Source: an optimization exercise on an open RTL-to-GDS flow (aim: small area). Production flows keep margins and buffers that such runs may drop. Only simulation tests tie the RTL to the original design; equivalence was not proved. No activity file was given, so power comes from the tool's default toggle rates.

==> design.v <==
package regfile_pkg;
  localparam int DEF_DATA_WIDTH = 64;
  localparam int DEF_ADDR_WIDTH = 5;
  localparam int DEF_ZERO_IDX = 31;
  function automatic int depth_of(input int aw);
    depth_of = 1 << aw;
  endfunction
  function automatic int count_width(input int depth);
    count_width = $clog2(depth) + 1;
  endfunction
endpackage
import regfile_pkg::*;
module regfile_scoreboard #(
  parameter int N = 31,
  parameter int NUM_READ = 2,
  parameter int CW = 6
) (
  input  logic                  clk,
  input  logic                  reset_n,
  input  logic [N-1:0]          wr_dec,
  input  logic [N-1:0]          rsv_dec,
  input  logic [NUM_READ*N-1:0] rd_dec,
  output logic [NUM_READ-1:0]   rd_busy,
  output logic [CW-1:0]         busy_count
);
  logic [N-1:0] busy, clr;
  logic inc, dec;
  always_comb begin
    clr = wr_dec & ~rsv_dec;
    inc = |(rsv_dec & ~busy);
    dec = |(clr & busy);
  end
  always_ff @(posedge clk or negedge reset_n) begin
    if (!reset_n) begin
      busy <= '0;
      busy_count <= '0;
    end else begin
      busy <= rsv_dec | (busy & ~wr_dec);
      if (inc && !dec) busy_count <= busy_count + 1'b1;
      else if (dec && !inc) busy_count <= busy_count - 1'b1;
    end
  end
  always_comb begin
    for (int p = 0; p < NUM_READ; p++)
      rd_busy[p] = |(rd_dec[p*N +: N] & busy & ~clr);
  end
endmodule
import regfile_pkg::*;
module regfile_wrow #(parameter int W = 64) (
  input  logic         we,
  input  logic         hold,
  input  logic [W-1:0] d,
  input  logic [W-1:0] q,
  output logic [W-1:0] y
);
  assign y = ({W{we}} & d) | ({W{hold}} & q);
endmodule
module regfile_aoi3 #(parameter int W = 64) (
  input  logic [2:0]   s,
  input  logic [W-1:0] d0, d1, d2,
  output logic [W-1:0] yn
);
  assign yn = ~(({W{s[0]}} & d0) | ({W{s[1]}} & d1) | ({W{s[2]}} & d2));
endmodule
module regfile_nand1 #(parameter int W = 64) (
  input  logic         s,
  input  logic [W-1:0] d0,
  output logic [W-1:0] yn
);
  assign yn = ~({W{s}} & d0);
endmodule
module regfile_nand #(parameter int W = 64, parameter int N = 11) (
  input  logic [N*W-1:0] an,
  output logic [W-1:0]   y
);
  always_comb begin
    y = '0;
    for (int k = 0; k < N; k++) y = y | ~an[k*W +: W];
  end
endmodule
module regfile_rdport #(parameter int W = 64) (
  input  logic [30:0]     sel,
  input  logic [31*W-1:0] rows,
  output logic [W-1:0]    y
);
  logic [11*W-1:0] pn;
  for (genvar k = 0; k < 10; k++) begin : g_a3
    regfile_aoi3 #(.W(W)) u (.s(sel[3*k +: 3]), .d0(rows[(3*k)*W +: W]), .d1(rows[(3*k+1)*W +: W]),
                             .d2(rows[(3*k+2)*W +: W]), .yn(pn[k*W +: W]));
  end
  regfile_nand1 #(.W(W)) u_a1 (.s(sel[30]), .d0(rows[30*W +: W]), .yn(pn[10*W +: W]));
  regfile_nand #(.W(W), .N(11)) u_or (.an(pn), .y(y));
endmodule
module regfile_mp #(
  parameter int DATA_WIDTH = DEF_DATA_WIDTH,
  parameter int ADDR_WIDTH = DEF_ADDR_WIDTH,
  parameter int NUM_READ = 2,
  parameter int ZERO_EN = 1,
  parameter int ZERO_IDX = (1 << ADDR_WIDTH) - 1,
  parameter int BYPASS = 1
) (
  input  logic                           clk,
  input  logic                           reset_n,
  input  logic                           RegWrite,
  input  logic [ADDR_WIDTH-1:0]          WriteRegister,
  input  logic [DATA_WIDTH-1:0]          WriteData,
  input  logic                           Reserve,
  input  logic [ADDR_WIDTH-1:0]          ReserveRegister,
  input  logic [NUM_READ*ADDR_WIDTH-1:0] ReadRegister,
  output logic [NUM_READ*DATA_WIDTH-1:0] ReadData,
  output logic [NUM_READ-1:0]            ReadBusy,
  output logic [ADDR_WIDTH:0]            BusyCount
);
  localparam int DEPTH = 1 << ADDR_WIDTH;
  localparam int N = DEPTH - 1;
  localparam int W = DATA_WIDTH;
  logic [W-1:0] regs [N];
  logic [N*W-1:0] nxt;
  logic [N-1:0] valid, we, rsv, live;
  logic [NUM_READ*N-1:0] rdec;
  logic wr_eff, rsv_eff;
  always_comb begin
    wr_eff = reset_n && RegWrite && WriteRegister != ADDR_WIDTH'(ZERO_IDX);
    rsv_eff = reset_n && Reserve && ReserveRegister != ADDR_WIDTH'(ZERO_IDX);
    for (int i = 0; i < N; i++) begin
      we[i] = wr_eff && WriteRegister == ADDR_WIDTH'(i);
      rsv[i] = rsv_eff && ReserveRegister == ADDR_WIDTH'(i);
    end
    live = valid | we;
  end
  always_ff @(posedge clk or negedge reset_n) begin
    if (!reset_n) valid <= '0;
    else valid <= live;
  end
  for (genvar i = 0; i < N; i++) begin : g_reg
    regfile_wrow #(.W(W)) u_w (.we(we[i]), .hold(!we[i]), .d(WriteData), .q(regs[i]),
                               .y(nxt[i*W +: W]));
    always_ff @(posedge clk) regs[i] <= nxt[i*W +: W];
  end
  for (genvar p = 0; p < NUM_READ; p++) begin : g_rd
    logic [ADDR_WIDTH-1:0] ri;
    logic [N-1:0] sel;
    always_comb begin
      ri = ReadRegister[p*ADDR_WIDTH +: ADDR_WIDTH];
      for (int i = 0; i < N; i++) begin
        rdec[p*N + i] = ri == ADDR_WIDTH'(i);
        sel[i] = ri == ADDR_WIDTH'(i) && live[i];
      end
    end
    regfile_rdport #(.W(W)) u_rp (.sel(sel), .rows(nxt), .y(ReadData[p*W +: W]));
  end
  regfile_scoreboard #(
    .N(N),
    .NUM_READ(NUM_READ),
    .CW(ADDR_WIDTH + 1)
  ) u_sb (
    .clk(clk),
    .reset_n(reset_n),
    .wr_dec(we),
    .rsv_dec(rsv),
    .rd_dec(rdec),
    .rd_busy(ReadBusy),
    .busy_count(BusyCount)
  );
endmodule
==> flow/run.sh <==
#!/bin/bash
# Standard ORFS layout with two changes: smaller port buffers and a clock tree with clkbuf_16 trunk and
# clkbuf_8 leaf clusters without dummy loads. Each tool's output is kept under orfs/logs;
# make's own output goes to flow.log.
set -euo pipefail
CTS="-sink_clustering_enable -repair_clock_nets -dont_use_dummy_load -buf_list sky130_fd_sc_hd__clkbuf_8 -root_buf sky130_fd_sc_hd__clkbuf_16 -tree_buf sky130_fd_sc_hd__clkbuf_16 -sink_clustering_buffer sky130_fd_sc_hd__clkbuf_8 -sink_clustering_size 14 -sink_clustering_max_diameter 80"
bash standard.sh "CTS_ARGS=$CTS" "BUFFER_PORTS_ARGS=-buffer_cell sky130_fd_sc_hd__buf_1" finish > flow.log 2>&1
==> standard.sh <==
#!/bin/bash
# synth_recipe.tcl (not shown) runs the flow's synth.tcl, then flattens the netlist and writes it again
# the make line also repeats each setting of config.mk as NAME=value (left out here)
make -C /OpenROAD-flow-scripts/flow DESIGN_CONFIG=/design/flow/config.mk WORK_HOME=/design/flow/orfs CLKGATE_MAP_FILE= SYNTH_SCRIPT=/design/flow/synth_recipe.tcl "${@:-finish}"
==> config.mk <==
export PLATFORM = sky130hd
export DESIGN_NAME = regfile_mp
export DESIGN_NICKNAME = regfile_mp
export VERILOG_FILES = /design/flow/design.v
export SDC_FILE = /design/flow/constraint.sdc
export NUM_CORES = 8
export LEC_CHECK = 0
export CAP_MARGIN = 20
export CELL_PAD_IN_SITES_DETAIL_PLACEMENT = 1
export CORE_MARGIN = 2
export CORE_UTILIZATION = 60
export SETUP_SLACK_MARGIN = 0.4
export SLEW_MARGIN = 20
export SYNTH_HIERARCHICAL = 1
==> constraint.sdc <==
create_clock -name core_clock -period 7.0 [get_ports {clk}]
set_input_delay 1.4000 -clock core_clock [delete_from_list [all_inputs] [get_ports {clk}]]
set_output_delay 1.4000 -clock core_clock [all_outputs]
set_load 0.01 [all_outputs]
==> summary.md, run 1 <==
| Metric | Value |
|---|---|
| Cts repair resizes | `0` |
| Die extent in x | `386 um` |
| Drt wl/cell | `47.7 um` |
| Sequential area share after synthesis | `0.473` |
| Final core occ | `0.610` |
| Area delta synth->final | `1.15%` |
| Synthesized Nets | `7,593` |
| Leak | `34.7 nW` |
| Worst EP arrival | `5.33 ns` |
| Die area | `149,000 um^2` |
| First-pass GRT wire length | `611 mm` |
| H-tree depth | `4` |
| Uppermost layer routed | `met5` |
| IO buf count | `223` |
| Routed met2 length | `172 mm` |
| Hold WC Path Type | `reg -> reg` |
| Vias in the first global route | `84,800` |
| TNS Setup | `0 ns` |
| Initial antenna violation count | `36` |
| CTS tree | `built` |
| Critical path class | `in -> out` |
| Crit. End Element | `primary output` |
| Critical Path Start | `WriteRegister[0]` |
| Detailed Routing Iterations Pass 1 | `15` |
| Crit-path max FO | `43` |
| Minimum clock period | `6.73 ns` |
| Setup Skew | `0.0214 ns` |
| Min-Delay Path Depth | `1` |
| CP top delay family | `simple AND/OR/NAND/NOR gates` |
| Largest cells by area after synthesis | `dfxtp_1 (45%), a22o_1 (20%), a222oi_1 (15%)` |
| Syn Area/Cell | `11.7 um^2` |
| Ys Warns | `11` |
| Register area | `41,400 um^2` |
| CTS Buffer Depth | `3` |
| Cell Chain, Critical Path | `buf_1, and3b_1, a21oi_1, nor3_2, buf_4, a222oi_1, nand4_1, or3_1, buf_1` |
| Run status | `timing/DRC/antenna clean` |
| # fillers | `14,800` |
| Post-synth top area share | `0.453` |
| Slew @ Worst Pin | `1.29 ns` |
| Final hold violations | `0` |
| CTS Sinks | `2,052` |
| Nets | `7,399` |
| Multi-input logic area | `37,200 um^2` |
| Hold wc startpoint | `u_sb.busy_count[5]` |
| Vias | `86,600` |
| Critical path startpoint category | `input pin` |
| Vias/cell | `9.36` |
| Register bit count reported by yosys | `2,052` |
| Total power | `23.9 mW` |
| R2r worst-path depth | `13` |
| Clock-pin slew on the worst setup and hold paths | `0.09 ns` |
| Clk root buf | `clkbuf_16` |
| Total Routed Length | `441 mm` |
| Metal3 WL | `79.5 mm` |
| Post-synth top cells | `a22o_1 (1,984), dfxtp_1 (1,984), a222oi_1 (1,280), buf_6 (719), nand4_1 (270)` |
| DRC | `0` |
| Crit-path max cell delay | `1.01 ns` |
| Rel. slew slack | `0.137` |
| Finish-stage setup viols | `0` |
| Gate count of the mapped netlist | `7,499` |
| R2r setup slk | `3.13 ns` |
| Primary FF master, synth | `dfxtp_1` |
| I/O pins | `224` |
| Power per cell area | `270 nW/um^2` |
| Cell variety after synth | `60` |
| Async set or reset register ratio after synthesis | `0.0331` |
| Cts-stage hold buffer count | `0` |
| Skew-Pair Late Insertion Delay | `0.78 ns` |
| Cell Rows | `140` |
| Buffers & Inverters on Critical Path | `3` |
| Starting density of the core | `0.603` |
| Drt first-iter violations | `25,500` |
| Tcrit/Tclk final | `0.961` |
| Worst Hold Endpoint | `u_sb.busy_count[5]` |
| Metal-1 WL | `148 mm` |
| Worst reg2reg path startpoint | `u_sb.busy[5]` |
| Reg-to-reg critical path endpoint | `u_sb.busy_count[5]` |
| HPWL Detailed | `230 mm` |
| Num CTS Buffers | `165` |
| Detail Route Antenna Nets | `0` |
| Share of cells above drive strength 1 | `0.0874` |
| Total track usage | `0.564` |
| Setup bufs post-CTS | `0` |
| Synth Cell Area | `87,600 um^2` |
| Slowest-stage cell, CP | `buf_4` |
| Max Clock Freq | `149 MHz` |
| Die height | `386 um` |
| Synth area leader | `dfxtp_1` |
| Routability cong. | `0.975` |
| Number of flops mapped to enable cells by yosys | `0` |
| Gr ovfl total | `0` |
| Max rail drop VDD | `0.198 mV` |
| Total core area | `145,000 um^2` |
| Worst EP required | `5.60 ns` |
| Pin count of the biggest net entering global routing | `68` |
| RSZ-0062 raised after global routing | `no` |
| Max Slew Vio Count | `0` |
| Worst path most repeated cell | `buf_1` |
| Max cap viols | `0` |
==> worst reg2reg max path: cells and delay by family, from the launching register on <==
family	cells	cell delay, ns
AO/OA/AOI/OAI	3	0.46
AND/OR/NAND/NOR	4	1.66
XOR/XNOR	1	0.14
adder cells (fa/ha/maj)	2	0.60
buffers and inverters	3	0.46
flip-flops	1	0.44
==> logic make-up (layout without fill, tap and decap cells) <==
logic type,count (synthesis),count (layout),share of synthesized area
flops,2052,2052,0.473
buf+inv,1021,825,0.109
compound gates,3370,3370,0.352
mux,1,1,0.000129
fa+ha+maj,6,6,0.000943
simple gates,1044,1044,0.0638
xor+xnor,5,5,0.000500
other cells,0,26,0
==> metal layers <==
layer | track usage | vias up
met5 | 0.0344 | -
met4 | 0.439 | 36
met3 | 0.281 | 2985
met2 | 0.756 | 9961
met1 | 0.676 | 42100
li1 | - | 31500
==> state kept, by name, indices dropped and copies added (netlist names) <==
register	count
valid	31
regs	1984
u_sb.busy	31
u_sb.busy_count	6
==> cell type report <==
cell class	instances	share of cell area
tap	1917	0.0271
antenna	26	0.000734
timing repair buffer	554	0.0517
inverter	106	0.00497
sequential	2052	0.467
multi-input combinational	4426	0.420
clock buffer	165	0.0278
==> cells in the final DEF, fill, tap and decap left out, drive strengths merged, types with 15 or more instances in the layout <==
master	instances
a22o	1984
o21ai	30
or3	130
inv	106
nor3	67
dfxtp	1984
buf	554
nand3	200
nand4	271
a21oi	18
clkbuf	165
nand2b	38
a222oi	1280
nor2	109
nand2	178
a31oi	15
diode	26
dfrtp	68
==> power breakdown <==
group	switching (mW)	total, mW	internal [mW]
clock	4.06	6.40	2.34
sequential	0.556	13.9	13.3
combinational	2.29	3.65	1.36
total	6.90	23.9	17.0
==> through the flow <==
stage | instance area (um^2) | worst slack, ns | instances | hold WS (ns)
6_report | 88600 | 0.272 | 9246 | 0.486
5_1_grt | 88600 | 0.406 | 9226 | 0.500
4_1_cts | 88500 | 0.516 | 9220 | 0.488
3_5_place_dp | 86100 | 0.537 | 9055 | 0.466
3_3_place_gp | 86100 | 0.551 | 9055 | 0.449
2_1_floorplan | 87600 | 1.96 | 7499 | 0.424
==> worst max-delay path by stage <==
stage | end | slack (ns) | cells past startpoint
2_1_floorplan | ReadBusy[0] | 1.96 | 10
3_3_place_gp | ReadData[64] | 0.55 | 10
3_5_place_dp | ReadData[64] | 0.54 | 10
4_1_cts | ReadData[64] | 0.52 | 10
5_1_grt | ReadData[34] | 0.41 | 10
6_report | ReadData[49] | 0.27 | 9
==> run 2: changes to the inputs <==
==> flow/run.sh (replaced) <==
#!/bin/bash
# Standard ORFS layout with two changes: smaller port buffers and a clock tree with clkbuf_16 trunk and
# clkbuf_8 leaf clusters without dummy loads. Each tool's output is kept under orfs/logs;
# make's own output goes to flow.log.
set -euo pipefail
CTS="-sink_clustering_enable -repair_clock_nets -dont_use_dummy_load -buf_list sky130_fd_sc_hd__clkbuf_8 -root_buf sky130_fd_sc_hd__clkbuf_16 -tree_buf sky130_fd_sc_hd__clkbuf_16 -sink_clustering_buffer sky130_fd_sc_hd__clkbuf_8 -sink_clustering_size 12 -sink_clustering_max_diameter 60"
bash standard.sh "CTS_ARGS=$CTS" "BUFFER_PORTS_ARGS=-buffer_cell sky130_fd_sc_hd__buf_1" finish > flow.log 2>&1
--- a/config.mk
+++ b/config.mk
@@ -7,3 +7,3 @@
 export LEC_CHECK = 0
-export CAP_MARGIN = 20
+export CAP_MARGIN = 10
 export CELL_PAD_IN_SITES_DETAIL_PLACEMENT = 1
@@ -12,3 +12,3 @@
 export SETUP_SLACK_MARGIN = 0.4
-export SLEW_MARGIN = 20
+export SLEW_MARGIN = 10
 export SYNTH_HIERARCHICAL = 1
==> run 2 against run 1 <==
  * Clock power rose by 7.2%
  * Core utilization rose by 0.28 points
  * Worst hold slack got worse by 0.0023 ns
  * Register-to-register slack improved by 0.03 ns
  * Combinational power barely moved
  * Design area rose by 0.46%
  * Flip-flop and latch count did not move
  * Synthesized cell count did not move
  * First-iteration DRC count fell by 0.68%
==> summary.md, run 2 <==
| Metric | Value |
|---|---|
| Internal power | `17.4 mW (+2.1%)` |
| Clock-pin slew on the worst setup and hold paths | `0.07 ns (-0.02 ns)` |
| Detailed Routing Iterations Pass 1 | `15 (unchanged)` |
| Starting density of the core | `0.603 (unchanged)` |
| Finish-stage setup viols | `0 (unchanged)` |
| Vias | `86,900 (+0.36%)` |
| Hold wc startpoint | `u_sb.busy_count[5]` |
| Die extent in x | `386 um (unchanged)` |
| Max FFs per register | `1,984 (unchanged)` |
| Nets | `7,428 (+0.39%)` |
| Total Routed Length | `442 mm (about the same)` |
| H-tree depth | `4 (unchanged)` |
| Slowest-stage cell, CP | `and4b_1` |
| Clk root buf | `clkbuf_16` |
| Final cell area excluding filler cells | `89,000 um^2 (+0.46%)` |
| Total track usage | `0.565 (+0.000908)` |
| Register bit count reported by yosys | `2,052 (unchanged)` |
| Cell variety after synth | `60 (unchanged)` |
| Synthesized Nets | `7,593 (unchanged)` |
| Vias in the first global route | `84,900 (+0.13%)` |
| WHS | `0.483 ns (-0.00226 ns)` |
| Clock network fraction of design power | `0.281 (+0.014)` |
| Routability cong. | `0.975 (unchanged)` |
| Vias/cell | `9.37 (about the same)` |
| Cts-stage hold buffer count | `0 (unchanged)` |
| Die area | `149,000 um^2 (unchanged)` |
| CTS Sinks | `2,052 (unchanged)` |
| Buffers & Inverters on Critical Path | `5 (+2)` |
| Pin count of the biggest net entering global routing | `68 (unchanged)` |
| Worst Hold Endpoint | `u_sb.busy_count[5]` |
| Area after DPL | `86,100 um^2 (unchanged)` |
| I/O pins | `224 (unchanged)` |
| Max rail drop VDD | `0.199 mV (+0.48%)` |
| CTS Buffer Depth | `3 (unchanged)` |
| Final hold violations | `0 (unchanged)` |
| Tcrit/Tclk final | `0.959 (-0.00241)` |
| Initial antenna violation count | `32 (-11%)` |
| Run status | `timing/DRC/antenna clean` |
| Most frequent cells in the layout | `a22o_1 (1,984), dfxtp_1 (1,984), a222oi_1 (1,280)` |
| Worst EP arrival | `5.31 ns (-0.02 ns)` |
| Skew-Pair Late Insertion Delay | `0.82 ns (+0.04 ns)` |
| Num CTS Buffers | `194 (+18%)` |
| RSZ-0062 raised after global routing | `yes` |
| Total core area | `145,000 um^2 (unchanged)` |
| TNS Setup | `0 ns (unchanged)` |
| Worst reg2reg path startpoint | `u_sb.busy[5]` |
| Max Slew Vio Count | `0 (unchanged)` |
| First-pass GRT wire length | `612 mm (about the same)` |
| Synth area leader | `dfxtp_1` |
| Worst EP required | `5.60 ns (about the same)` |
| R2r worst-path depth | `13 (unchanged)` |
| DRC | `0 (unchanged)` |
| Synth Cell Area | `87,600 um^2 (unchanged)` |
| Setup bufs post-CTS | `0 (unchanged)` |
| Hold WC Path Type | `reg -> reg` |
| Detail Route Antenna Nets | `0 (unchanged)` |
| Reg with most FFs | `regs` |
| Ys Warns | `11 (unchanged)` |
| Power per cell area | `274 nW/um^2 (+1.5%)` |
| Cell Chain, Critical Path | `buf_1, and4b_1, nand2_4, inv_4, buf_4, buf_4, a22o_1, a222oi_1, nand3_1, or3_1, buf_1` |
| Gate power share | `0.150 (-0.003)` |
| Leak | `34.9 nW (+0.60%)` |
| Slew @ Worst Pin | `1.24 ns (-0.0584 ns)` |
| Drt first-iter violations | `25,300 (-0.68%)` |
| Number of flops mapped to enable cells by yosys | `0 (unchanged)` |
| Sw Pwr | `7.01 mW (+1.6%)` |
| Area delta synth->final | `1.62%` |
| Rel. slew slack | `0.176 (+0.0390)` |
| Die height | `386 um (unchanged)` |
| Cts repair resizes | `0 (unchanged)` |
| Crit. End Element | `primary output` |
| Crit-path max cell delay | `0.85 ns (-0.16 ns)` |
| R2r setup slk | `3.16 ns (+0.03 ns)` |
| CP top delay family | `buffers and inverters` |
| Sequential area share after synthesis | `0.473 (unchanged)` |
| Gr ovfl total | `0 (unchanged)` |
| Cell Rows | `140 (unchanged)` |
| Share of cells above drive strength 1 | `0.0911 (+0.00375)` |
| Async set or reset register ratio after synthesis | `0.0331 (unchanged)` |
| Post-synth top area share | `0.453 (unchanged)` |
| IO buf count | `223 (unchanged)` |
| Crit-path max FO | `30 (-30%)` |
| Setup Skew | `0.0146 ns (-0.00678 ns)` |
| CTS tree | `built` |
| Drt wl/cell | `47.6 um (-0.29%)` |
| Critical path class | `in -> out` |
| Syn Area/Cell | `11.7 um^2 (unchanged)` |
| Minimum clock period | `6.71 ns (-0.0169 ns)` |
| Reg-to-reg critical path endpoint | `u_sb.busy_count[5]` |
| Biggest regs | `regs x1984, u_sb.busy x31, valid x31` |
| Max cap viols | `0 (unchanged)` |
| Largest cells by area after synthesis | `dfxtp_1 (45%), a22o_1 (20%), a222oi_1 (15%)` |
| Gate count of the mapped netlist | `7,499 (unchanged)` |
| Switch share | `0.288 (-0.000901)` |
| Primary FF master, synth | `dfxtp_1` |
| Seq pwr share | `0.569 (-0.011)` |
| Min-Delay Path Depth | `1 (unchanged)` |
| Critical path startpoint category | `input pin` |
| Post-synth top cells | `a22o_1 (1,984), dfxtp_1 (1,984), a222oi_1 (1,280), buf_6 (719), nand4_1 (270)` |
| HPWL Detailed | `230 mm (unchanged)` |
| Max Clock Freq | `149 MHz (+0.25%)` |
| Total power | `24.4 mW (+1.9%)` |
## run 2: cell counts after synthesis
No cell type changed its count.
## run 2: final cells by class
type                    instances  area, um^2
inverters                     106         440
flip-flops and latches       2052       41400
repair buffers                554        4580
diodes                         29        72.6
clock buffers                 194        2860
well taps                    1917        2400
fillers                     14800       56200
multi-input cells            4426       37200
## run 2: how the worst max path moves through the flow
stage / from / end / slack [ns] / cells after the start
after floorplan: WriteRegister[4] / ReadBusy[0] / 1.96 / 10
after global placement: WriteRegister[0] / ReadData[64] / 0.55 / 10
after detailed placement: WriteRegister[0] / ReadData[64] / 0.54 / 10
after CTS: WriteRegister[0] / ReadData[64] / 0.52 / 10
after global routing: WriteRegister[0] / ReadData[45] / 0.37 / 10
final: WriteRegister[2] / ReadData[65] / 0.29 / 11
## run 2: stage by stage
stage                     setup WS (ns)   util  instances
after global placement            0.551  0.593       9055
after floorplan                    1.96      -       7499
after detailed placement          0.537  0.593       9055
final                             0.289  0.613       9278
after global routing              0.371  0.612       9250
after CTS                         0.523  0.612       9249
## run 2: per-layer routing
metal,vias to the layer above,track usage,routed length [um]
met5,-,0.0114,490
met4,40,0.444,41600
met3,2946,0.289,80500
met2,10200,0.753,171000
met1,42100,0.677,148000
li1,31600,-,-
## run 2: logic make-up (layout without fill, tap and decap cells)
kind of cell,Yosys count,after routing,synth area share
buf+inv,1021,854,0.109
other cells,0,29,0
xor+xnor,5,5,0.000500
compound gates,3370,3370,0.352
simple gates,1044,1044,0.0638
fa+ha+maj,6,6,0.000943
flops,2052,2052,0.473
mux,1,1,0.000129
## run 2: worst reg2reg max path, delay by kind of cell (launching register included)
family,cells,cell delay [ns]
AO/OA/AOI/OAI,3,0.46
buffers and inverters,3,0.46
XOR/XNOR,1,0.14
flip-flops,1,0.41
adder cells (fa/ha/maj),2,0.60
AND/OR/NAND/NOR,4,1.64
## run 2: power groups by stage
stage	Clock, mW	Sequential (mW)	Combinational, mW
3_5_place_dp	0	14.1	3.41
3_3_place_gp	0	14.0	3.24
5_1_grt	7.17	14.0	3.79
6_report	6.86	13.9	3.65
2_1_floorplan	0	13.9	2.35
4_1_cts	6.72	13.8	3.45

re-timing with driven ports:
How much do the figures lean on ideal ports? The routed layouts below were timed once more, with nothing changed but the port constraints. Step 1 sets driving cells, clkbuf_16 on the clock port and buf_2 on the other inputs (assumed; they add their load-dependent delay and slew). Step 2 adds t to the input delays and takes it off the output delays; t is the mean of the earliest and latest rising clock arrival at the registers after step 1. Input paths then give back, and output paths get back, about the clock's delay inside the block. Three values: ideal, step 1, step 2; two values: the first two.
run | t (ns) | setup slack, ns | slew at the worst register clock pin (ns) | worst slew at a driven data input, ns
run 1 | 0.877 | 0.272 / 0.251 / 0.251 | 0.10 / 0.10 | 0.09
run 2 | 0.903 | 0.289 / 0.265 / 0.265 | 0.09 / 0.09 | 0.10
After both steps setup and hold are still met in every run listed. For run 2, which loses most, drivers alone change the setup slack by -0.024 ns; drivers and shift together by -0.024 ns.
